This design comes from an exercise in tuning for small area, a short achievable clock period and few clock cycles on the open sky130 flow, not from production work. In this exercise RTL edits were held to simulation tests only and were not proved equivalent to the original. Power and IR drop assume default switching activity.

## flow/config.mk

```make
export PLATFORM = sky130hd
export DESIGN_NAME = concealment_top
export DESIGN_NICKNAME = concealment_top
export VERILOG_FILES = /design/flow/design.v
export SDC_FILE = /design/flow/constraint.sdc
export NUM_CORES = 4
export LEC_CHECK = 0
export CAP_MARGIN = 20
export CORE_MARGIN = 2
export CORE_UTILIZATION = 40
export SLEW_MARGIN = 20
```

## flow/constraint.sdc

```tcl
create_clock -name core_clock -period 9.0 [get_ports {clock}]
set_input_delay 1.8000 -clock core_clock [delete_from_list [all_inputs] [get_ports {clock}]]
set_output_delay 1.8000 -clock core_clock [all_outputs]
set_load 0.01 [all_outputs]
```

## flow/design.v

```verilog
package conceal_pkg;
    typedef enum logic [1:0] {
        SIZE_16 = 2'd0,
        SIZE_32 = 2'd1,
        SIZE_64 = 2'd2
    } packet_size_e;
    typedef enum logic [2:0] {
        SEQ_IDLE,
        SEQ_FETCH,
        SEQ_CHECK,
        SEQ_CONCEAL,
        SEQ_FINISH
    } seq_state_e;
    typedef enum logic [1:0] {
        PORT_IDLE,
        PORT_READ,
        PORT_AVERAGE,
        PORT_WRITE
    } port_state_e;
    typedef struct packed {
        logic                     cyc;
        logic                     stb;
        logic                     we;
        logic [16-1:0] adr;
        logic [8-1:0]      dat;
    } pix_wb_req_t;
    typedef struct packed {
        logic                ack;
        logic [8-1:0] dat;
    } pix_wb_rsp_t;
    typedef struct packed {
        logic               cyc;
        logic               stb;
        logic [8-1:0] adr;
    } flag_wb_req_t;
    typedef struct packed {
        logic               ack;
        logic [16-1:0] dat;
    } flag_wb_rsp_t;
    typedef struct packed {
        logic at_top;
        logic at_bottom;
        logic at_left;
        logic at_right;
    } edge_flags_t;
    typedef struct packed {
        logic [16-1:0] adr;
        edge_flags_t              edges;
    } conceal_job_t;
    typedef struct packed {
        logic [8-1:0] nw;
        logic [8-1:0] n;
        logic [8-1:0] ne;
        logic [8-1:0] w;
        logic [8-1:0] e;
        logic [8-1:0] sw;
        logic [8-1:0] s;
        logic [8-1:0] se;
    } neighbours_t;
endpackage
`timescale 1ns/1ps
module frame_sequencer (
    input  logic                      clock,
    input  logic                      reset,
    input  logic                      start,
    input  conceal_pkg::packet_size_e size,
    output logic                      done,
    output conceal_pkg::flag_wb_req_t flag_req,
    input  conceal_pkg::flag_wb_rsp_t flag_rsp,
    output conceal_pkg::conceal_job_t job,
    output logic                      job_valid,
    input  logic                      job_done
);
    localparam int COL_W = $clog2(256);
    conceal_pkg::seq_state_e   state;
    conceal_pkg::packet_size_e size_q;
    logic [16-1:0]        flag_word;
    logic [8-1:0]        line;
    logic [3:0]                packet;
    logic [5:0]                pixel;
    logic [3:0]                packet_last;
    logic [5:0]                pixel_last;
    logic [6:0]                pix_per_packet;
    logic [COL_W-1:0]          column;
    logic                      packet_flagged;
    logic                      advance;
    always_comb begin
        case (size_q)
            conceal_pkg::SIZE_32: begin
                pix_per_packet = 7'd32;
                packet_last    = 4'd7;
            end
            conceal_pkg::SIZE_64: begin
                pix_per_packet = 7'd64;
                packet_last    = 4'd3;
            end
            default: begin
                pix_per_packet = 7'd16;
                packet_last    = 4'd15;
            end
        endcase
    end
    assign pixel_last = 6'(pix_per_packet - 7'd1);
    assign column = COL_W'(packet) * COL_W'(pix_per_packet) + COL_W'(pixel);
    assign packet_flagged = flag_word[16 - 1 - packet];
    always_comb begin
        case (state)
            conceal_pkg::SEQ_CHECK:   advance = !packet_flagged;
            conceal_pkg::SEQ_CONCEAL: advance = job_done && (pixel == pixel_last);
            default:                  advance = 1'b0;
        endcase
    end
    always_ff @(posedge clock or negedge reset) begin
        if (!reset) begin
            state     <= conceal_pkg::SEQ_IDLE;
            size_q    <= conceal_pkg::SIZE_16;
            line      <= '0;
            packet    <= '0;
            pixel     <= '0;
            job_valid <= 1'b0;
        end else begin
            case (state)
                conceal_pkg::SEQ_IDLE: begin
                    if (start) begin
                        size_q <= size;
                        line   <= '0;
                        packet <= '0;
                        pixel  <= '0;
                        state  <= conceal_pkg::SEQ_FETCH;
                    end
                end
                conceal_pkg::SEQ_FETCH: begin
                    if (flag_rsp.ack) begin
                        state <= conceal_pkg::SEQ_CHECK;
                    end
                end
                conceal_pkg::SEQ_CHECK: begin
                    if (packet_flagged) begin
                        job_valid <= 1'b1;
                        state     <= conceal_pkg::SEQ_CONCEAL;
                    end
                end
                conceal_pkg::SEQ_CONCEAL: begin
                    if (job_done) begin
                        job_valid <= 1'b0;
                        if (!advance) begin
                            pixel <= pixel + 6'd1;
                            state <= conceal_pkg::SEQ_CHECK;
                        end
                    end
                end
                default: begin
                    state <= conceal_pkg::SEQ_IDLE;
                end
            endcase
            if (advance) begin
                pixel <= '0;
                if (packet == packet_last) begin
                    packet <= '0;
                    if (line == 8'(240 - 1)) begin
                        state <= conceal_pkg::SEQ_FINISH;
                    end else begin
                        line  <= line + 1'b1;
                        state <= conceal_pkg::SEQ_FETCH;
                    end
                end else begin
                    packet <= packet + 4'd1;
                    state  <= conceal_pkg::SEQ_CHECK;
                end
            end
        end
    end
    always_ff @(posedge clock) begin
        if (state == conceal_pkg::SEQ_FETCH && flag_rsp.ack) begin
            flag_word <= flag_rsp.dat;
        end
    end
    assign flag_req.cyc = (state == conceal_pkg::SEQ_FETCH);
    assign flag_req.stb = (state == conceal_pkg::SEQ_FETCH);
    assign flag_req.adr = line;
    assign job.adr = 16'(line) * 16'(256)
                   + 16'(column);
    assign job.edges.at_top    = (line == '0);
    assign job.edges.at_bottom = (line == 8'(240 - 1));
    assign job.edges.at_left   = (column == '0);
    assign job.edges.at_right  = (column == COL_W'(256 - 1));
    assign done = (state == conceal_pkg::SEQ_FINISH);
endmodule
`timescale 1ns/1ps
module pixel_port (
    input  logic                      clock,
    input  logic                      reset,
    input  conceal_pkg::conceal_job_t job,
    input  logic                      job_valid,
    output logic                      job_done,
    output conceal_pkg::pix_wb_req_t  pix_req,
    input  conceal_pkg::pix_wb_rsp_t  pix_rsp,
    output conceal_pkg::neighbours_t  nbrs,
    output conceal_pkg::edge_flags_t  edges,
    output logic                      sum_start,
    input  logic [8-1:0]       average,
    input  logic                      average_valid
);
    localparam logic [16-1:0] LINE_STEP = 16'(256);
    conceal_pkg::port_state_e  state;
    conceal_pkg::conceal_job_t job_q;
    logic [7:0]                pending;
    logic [7:0]                pending_next;
    logic [2:0]                cur_idx;
    logic [16-1:0]  nbr_adr;
    logic                      cyc_q;
    logic                      accept;
    function automatic logic [7:0] present_mask(conceal_pkg::edge_flags_t e);
        logic [7:0] m;
        m[0] = !e.at_top && !e.at_left;
        m[1] = !e.at_top;
        m[2] = !e.at_top && !e.at_right;
        m[3] = !e.at_left;
        m[4] = !e.at_right;
        m[5] = !e.at_bottom && !e.at_left;
        m[6] = !e.at_bottom;
        m[7] = !e.at_bottom && !e.at_right;
        present_mask = m;
    endfunction
    always_comb begin
        cur_idx = 3'd0;
        for (int i = 7; i >= 0; i = i - 1) begin
            if (pending[i]) begin
                cur_idx = 3'(i);
            end
        end
    end
    assign pending_next = pending & ~(8'd1 << cur_idx);
    always_comb begin
        case (cur_idx)
            3'd0:    nbr_adr = job_q.adr - LINE_STEP - 1'b1;
            3'd1:    nbr_adr = job_q.adr - LINE_STEP;
            3'd2:    nbr_adr = job_q.adr - LINE_STEP + 1'b1;
            3'd3:    nbr_adr = job_q.adr - 1'b1;
            3'd4:    nbr_adr = job_q.adr + 1'b1;
            3'd5:    nbr_adr = job_q.adr + LINE_STEP - 1'b1;
            3'd6:    nbr_adr = job_q.adr + LINE_STEP;
            default: nbr_adr = job_q.adr + LINE_STEP + 1'b1;
        endcase
    end
    assign accept = (state == conceal_pkg::PORT_IDLE) && job_valid && !job_done;
    always_ff @(posedge clock or negedge reset) begin
        if (!reset) begin
            state     <= conceal_pkg::PORT_IDLE;
            pending   <= '0;
            cyc_q     <= 1'b0;
            sum_start <= 1'b0;
            job_done  <= 1'b0;
        end else begin
            sum_start <= 1'b0;
            job_done  <= 1'b0;
            case (state)
                conceal_pkg::PORT_IDLE: begin
                    if (accept) begin
                        pending <= present_mask(job.edges);
                        cyc_q   <= 1'b1;
                        state   <= conceal_pkg::PORT_READ;
                    end
                end
                conceal_pkg::PORT_READ: begin
                    if (!cyc_q) begin
                        cyc_q <= 1'b1;
                    end else if (pix_rsp.ack) begin
                        cyc_q   <= 1'b0;
                        pending <= pending_next;
                        if (pending_next == '0) begin
                            sum_start <= 1'b1;
                            state     <= conceal_pkg::PORT_AVERAGE;
                        end
                    end
                end
                conceal_pkg::PORT_AVERAGE: begin
                    if (average_valid) begin
                        cyc_q <= 1'b1;
                        state <= conceal_pkg::PORT_WRITE;
                    end
                end
                default: begin
                    if (pix_rsp.ack) begin
                        cyc_q    <= 1'b0;
                        job_done <= 1'b1;
                        state    <= conceal_pkg::PORT_IDLE;
                    end
                end
            endcase
        end
    end
    always_ff @(posedge clock) begin
        if (accept) begin
            job_q <= job;
        end
        if (state == conceal_pkg::PORT_READ && cyc_q && pix_rsp.ack) begin
            case (cur_idx)
                3'd0:    nbrs.nw <= pix_rsp.dat;
                3'd1:    nbrs.n  <= pix_rsp.dat;
                3'd2:    nbrs.ne <= pix_rsp.dat;
                3'd3:    nbrs.w  <= pix_rsp.dat;
                3'd4:    nbrs.e  <= pix_rsp.dat;
                3'd5:    nbrs.sw <= pix_rsp.dat;
                3'd6:    nbrs.s  <= pix_rsp.dat;
                default: nbrs.se <= pix_rsp.dat;
            endcase
        end
    end
    assign edges = job_q.edges;
    assign pix_req.cyc = cyc_q;
    assign pix_req.stb = cyc_q;
    assign pix_req.we  = cyc_q && (state == conceal_pkg::PORT_WRITE);
    assign pix_req.adr = (state == conceal_pkg::PORT_WRITE) ? job_q.adr : nbr_adr;
    assign pix_req.dat = average;
endmodule
`timescale 1ns/1ps
module neighbour_average (
    input  logic                     clock,
    input  logic                     reset,
    input  conceal_pkg::neighbours_t nbrs,
    input  conceal_pkg::edge_flags_t edges,
    input  logic                     sum_start,
    output logic [8-1:0]      average,
    output logic                     average_valid
);
    localparam int SUM_W = 8 + 3;
    logic [SUM_W-1:0] nw, n, ne, w, e, sw, s, se;
    logic [SUM_W-1:0] sum;
    assign nw = SUM_W'(nbrs.nw);
    assign n  = SUM_W'(nbrs.n);
    assign ne = SUM_W'(nbrs.ne);
    assign w  = SUM_W'(nbrs.w);
    assign e  = SUM_W'(nbrs.e);
    assign sw = SUM_W'(nbrs.sw);
    assign s  = SUM_W'(nbrs.s);
    assign se = SUM_W'(nbrs.se);
    always_comb begin
        case ({edges.at_top, edges.at_bottom, edges.at_left, edges.at_right})
            4'b1010: sum = 3 * e + 3 * s + 2 * se;
            4'b1001: sum = 3 * w + 3 * s + 2 * sw;
            4'b0110: sum = 3 * n + 3 * e + 2 * ne;
            4'b0101: sum = 3 * w + 3 * n + 2 * nw;
            4'b1000: sum = 2 * w + sw + 2 * s + se + 2 * e;
            4'b0100: sum = 2 * w + nw + 2 * n + ne + 2 * e;
            4'b0010: sum = 2 * n + ne + 2 * e + se + 2 * s;
            4'b0001: sum = 2 * n + nw + 2 * w + sw + 2 * s;
            default: sum = nw + n + ne + w + e + sw + s + se;
        endcase
    end
    always_ff @(posedge clock or negedge reset) begin
        if (!reset) begin
            average_valid <= 1'b0;
        end else begin
            average_valid <= sum_start;
        end
    end
    always_ff @(posedge clock) begin
        if (sum_start) begin
            average <= sum[SUM_W-1:3];
        end
    end
endmodule
`timescale 1ns/1ps
module concealment_top (
    input  logic                     clock,
    input  logic                     reset,
    input  logic                     start,
    input  logic [1:0]               size,
    output logic                     done,
    output logic                     pix_cyc,
    output logic                     pix_stb,
    output logic                     pix_we,
    output logic [16-1:0] pix_adr,
    output logic [8-1:0]      pix_dat_w,
    input  logic                     pix_ack,
    input  logic [8-1:0]      pix_dat_r,
    output logic                     flag_cyc,
    output logic                     flag_stb,
    output logic [8-1:0]       flag_adr,
    input  logic                     flag_ack,
    input  logic [16-1:0]       flag_dat
);
    conceal_pkg::pix_wb_req_t  pix_req;
    conceal_pkg::pix_wb_rsp_t  pix_rsp;
    conceal_pkg::flag_wb_req_t flag_req;
    conceal_pkg::flag_wb_rsp_t flag_rsp;
    conceal_pkg::conceal_job_t job;
    conceal_pkg::neighbours_t  nbrs;
    conceal_pkg::edge_flags_t  edges;
    logic                      job_valid;
    logic                      job_done;
    logic                      sum_start;
    logic [8-1:0]       average;
    logic                      average_valid;
    assign pix_cyc      = pix_req.cyc;
    assign pix_stb      = pix_req.stb;
    assign pix_we       = pix_req.we;
    assign pix_adr      = pix_req.adr;
    assign pix_dat_w    = pix_req.dat;
    assign pix_rsp.ack  = pix_ack;
    assign pix_rsp.dat  = pix_dat_r;
    assign flag_cyc     = flag_req.cyc;
    assign flag_stb     = flag_req.stb;
    assign flag_adr     = flag_req.adr;
    assign flag_rsp.ack = flag_ack;
    assign flag_rsp.dat = flag_dat;
    frame_sequencer i_frame_sequencer (
        .clock     (clock),
        .reset     (reset),
        .start     (start),
        .size      (conceal_pkg::packet_size_e'(size)),
        .done      (done),
        .flag_req  (flag_req),
        .flag_rsp  (flag_rsp),
        .job       (job),
        .job_valid (job_valid),
        .job_done  (job_done)
    );
    pixel_port i_pixel_port (
        .clock         (clock),
        .reset         (reset),
        .job           (job),
        .job_valid     (job_valid),
        .job_done      (job_done),
        .pix_req       (pix_req),
        .pix_rsp       (pix_rsp),
        .nbrs          (nbrs),
        .edges         (edges),
        .sum_start     (sum_start),
        .average       (average),
        .average_valid (average_valid)
    );
    neighbour_average i_neighbour_average (
        .clock         (clock),
        .reset         (reset),
        .nbrs          (nbrs),
        .edges         (edges),
        .sum_start     (sum_start),
        .average       (average),
        .average_valid (average_valid)
    );
endmodule
```

## flow/run.sh

```bash
#!/bin/bash
# synth_recipe.tcl (not shown) runs the flow's synth.tcl, then flattens the netlist and writes it again
# the make line also repeats each setting of config.mk as NAME=value (left out here)
make -C /OpenROAD-flow-scripts/flow DESIGN_CONFIG=/design/flow/config.mk WORK_HOME=/design/flow/orfs CLKGATE_MAP_FILE= SYNTH_SCRIPT=/design/flow/synth_recipe.tcl finish
```

==> run summary <==
state kept, by name, summed over array words and instances, names as in the netlist:
signal / cells
i_frame_sequencer.packet: 4
i_frame_sequencer.pixel: 6
i_neighbour_average.average_valid: 1
i_frame_sequencer.job_valid: 1
i_pixel_port.sum_start: 1
i_pixel_port.job_q: 20
i_neighbour_average.average: 8
i_pixel_port.cyc_q: 1
i_pixel_port.state: 2
i_pixel_port.job_done: 1
i_frame_sequencer.line: 8
i_pixel_port.pending: 8
i_frame_sequencer.size_q: 2
i_frame_sequencer.flag_word: 16
i_pixel_port.nbrs: 64
i_frame_sequencer.state: 3
logic make-up after synthesis:
family	count (synthesis)	share of synthesized area (%)
AO/OA/AOI/OAI	451	17.0
XOR/XNOR	168	8.46
adder cells (fa/ha/maj)	338	30.3
buffers and inverters	348	7.85
flip-flops	146	24.1
multiplexers	17	1.32
AND/OR/NAND/NOR	391	10.9
area by class of cell:
class / instances / share of cell area, %
Clock inverter: 12 / 0.819
Tap cell: 585 / 3.80
Antenna cell: 2 / 0.0260
Timing Repair Buffer: 75 / 3.80
Clock buffer: 20 / 2.32
Multi-Input combinational cell: 1365 / 61.5
Inverter: 304 / 5.93
Sequential cell: 146 / 21.8
power breakdown:
part	internal, W	switching, W
sequential	0.000922	0.000292
clock	0.000444	0.000301
combinational	0.00166	0.00229
layer usage:
| metal | share of wire (%) | routed length, µm | track usage [%] | vias to the layer above |
|---|---|---|---|---|
| met5 | 0.032 | 16 | 0 | - |
| met4 | 2.4 | 1210 | 7.11 | 2 |
| met3 | 5.6 | 2790 | 2.97 | 77 |
| met2 | 48 | 24100 | 39.4 | 411 |
| met1 | 44 | 21900 | 30.5 | 6834 |
| li1 | - | - | - | 6531 |
critical path, stage by stage (launching register included):
cell and delay (ps):
dfrtp_1 500, or3_1 490, nor2_1 200, nand3_1 270, inv_1 490, ha_1 270
nor2b_1 190, o31ai_1 150, a2111oi_0 730, nor2_1 120, a31oi_1 200, xor2_1 170
nand2_1 70, a32oi_1 170, clkdlybuf4s50_1 550
path summary, 6_finish.rpt:
| check | startpoint | end | slack (ps) |
|---|---|---|---|
| worst max register to register | i_pixel_port.nbrs[48] | i_neighbour_average.average[7] | 2890 |
| min in group asynchronous | reset | i_frame_sequencer.state[0] | 1500 |
| worst max-delay path | i_pixel_port.pending[2] | pix_adr[14] | 2190 |
| worst min register to register | i_frame_sequencer.packet[3] | i_frame_sequencer.packet[3] | 560 |
| max in group asynchronous | reset | i_pixel_port.sum_start | 6920 |
| worst min-delay path | i_frame_sequencer.packet[3] | i_frame_sequencer.packet[3] | 560 |
per-stage QoR:
step	util, %	instances	hold slack [ps]	power (W)
final	44.8	2509	561	0.00590
after global routing	44.8	2507	586	0.00638
after CTS	44.8	2507	545	0.00586
after detailed placement	43.4	2475	529	0.00509
after global placement	43.4	2474	509	0.00504
after floorplan	-	1859	471	0.00391
cell usage after synthesis, types with 6 or more instances:
cell,number,area (µm²)
a31oi_1,14,87.6
o21ai_0,78,390
a32oi_1,6,52.6
inv_1,302,1130
a221oi_1,7,61.3
a22oi_1,12,90.1
and2_1,14,87.6
and3_1,10,62.6
buf_4,10,75.1
mux2i_1,9,90.1
a21oi_1,126,631
fa_1,140,2800
o211ai_1,14,105
nor4_1,6,37.5
o21a_1,7,52.6
o31ai_1,7,52.6
o21bai_1,29,218
nand2b_1,18,113
nand3_1,41,205
nor2b_1,27,169
nor3_1,45,225
o22ai_1,23,144
ha_1,197,2460
nand2_1,95,357
dfrtp_1,38,951
a21o_1,45,338
or3_1,10,62.6
a211oi_1,14,105
nor2_1,103,387
xor2_1,63,552
edfxtp_1,108,3240
xnor2_1,105,920
buf_2,6,30.0
clkbuf_1,24,90.1
==> flow_metrics.tcl <==
set metrics [dict create \
    status "complete, no violations" \
    p_leak_nw 8.54 \
    die_w_um 213 \
    slew_headroom_pct 26.4 \
    worst_slack_ps 2190 \
    fillCellCount 4180 \
    antenna_found_initial 2 \
    layout_common_cells "inv_1 (302), ha_1 (197), fa_1 (140), a21oi_1 (126), edfxtp_1 (108)" \
    async_reset_ff_share_pct 26.0 \
    wire_per_inst_um 19.9 \
    synth_edf_count 108 \
    crit_type "register to primary output" \
    drt-total-wl_mm 50.0 \
    ios 69 \
    vias_per_cell 5.52 \
    synth_area_mm2 0.0174 \
    pre_cts_slack_ps 2670 \
    finalCritPeriodShare_pct 75.7 \
    grt_pass1_vias 14100 \
    ys_seq_elements 146 \
    holdPathStages 1 \
    dr.pass1.iters 5 \
    drc 0 \
    row_count 76 \
    tns_ps 0 \
    syn_avg_cell_area_um2 9.36 \
    clk_pin_slew_ps 60 \
    design_area_mm2 0.0193 \
    cts_buffer_depth 2 \
    dieArea_mm2 0.0452 \
    max_cap_violations 0 \
    cts_setup_buffers 0 \
    clock_skew_ps 15.7 \
    core_mm2 0.0430 \
    synth-main-ff-cell "edfxtp_1" \
    cts_hold_buf 0 \
    syn_nets 2227 \
    grt.total_usage_pct 23.1 \
    rsz0062_at_grt "no" \
    fp.dieH_um 213 \
    synthCells 1859 \
    ys_seq_area_share_pct 24.1 \
    reg2reg_depth 24 \
    drt-initial-drc-count 946 \
    cts-root-buf "clkbuf_16" \
    hold_class "register to register" \
    grt_max_degree 39 \
    cts_resized 0 \
    crit_required_ps 7200 \
    hpwl_mm 41.4 \
    fin_crit_ps 6810 \
    portBuffers 68 \
    htreeDepth 4 \
    hold_violations 0 \
    mostFrequentLayoutCell "inv_1" \
    cp_max_fo 15 \
    worst_pin_slew_ps 1100 \
    arrival_ps 5010 \
    initial_core_util_pct 40.5 \
    finalSetupViolations 0 \
    slew_viol_final 0 \
    fmax_mhz 147 \
    grt_overflow 0 \
    area_growth_pct 10.7 \
    regArea_mm2 0.00419 \
    antenna_left 0 \
    route.vias.total 13900 \
    yosys_warnings 3 \
    ys_types 84 \
    cp-end-kind "primary output" \
    cts.sinks 146 \
    p_per_area_mw_per_mm2 307 \
    numCtsBuffers 17 \
    place.gp.congestion 0.944 \
    grt_pass1_wl_mm 79.1 \
    clk_latency_ps 440 \
    ir_drop_v 0.000234 \
    multi_input_comb_area_mm2 0.0118 \
    layout-drive-gt1-share_pct 3.17 \
    place_area_mm2 0.0186 \
    start_kind "register" \
    nets 2277 \
    cts_tree "built" \
]
Testbench counts, summed over its fixed seeds: cycles 2,349,667.

afterwards: timing with drivers on the ports:
How much do the figures lean on ideal ports? The routed layout below was timed once more, with nothing changed but the port constraints. Step 1 (the two cells are an assumption about what drives the block):
set clk [get_ports {clock}]
set_driving_cell -lib_cell sky130_fd_sc_hd__clkbuf_16 $clk
set_driving_cell -lib_cell sky130_fd_sc_hd__buf_2 [delete_from_list [all_inputs] $clk]
Step 2, shift: input delay + t, output delay - t, t = (earliest + latest rising clock arrival at the registers) / 2. This alone moves slack from input paths to output paths. Three values: ideal ports, drivers, drivers and shift; two values: the first two.
shift t [ns]: 0.489
slack for setup (ns): 2.185 / 2.130 / 2.620
worst hold slack (ns): 0.561 / 0.561 / 0.561
worst slew at a driven data input, ns: 0.07
pins driven straight from the clock port: 1
After both steps setup and hold are still met in this run. For this run, drivers alone change the setup slack by -0.055 ns; drivers and shift together by +0.435 ns.
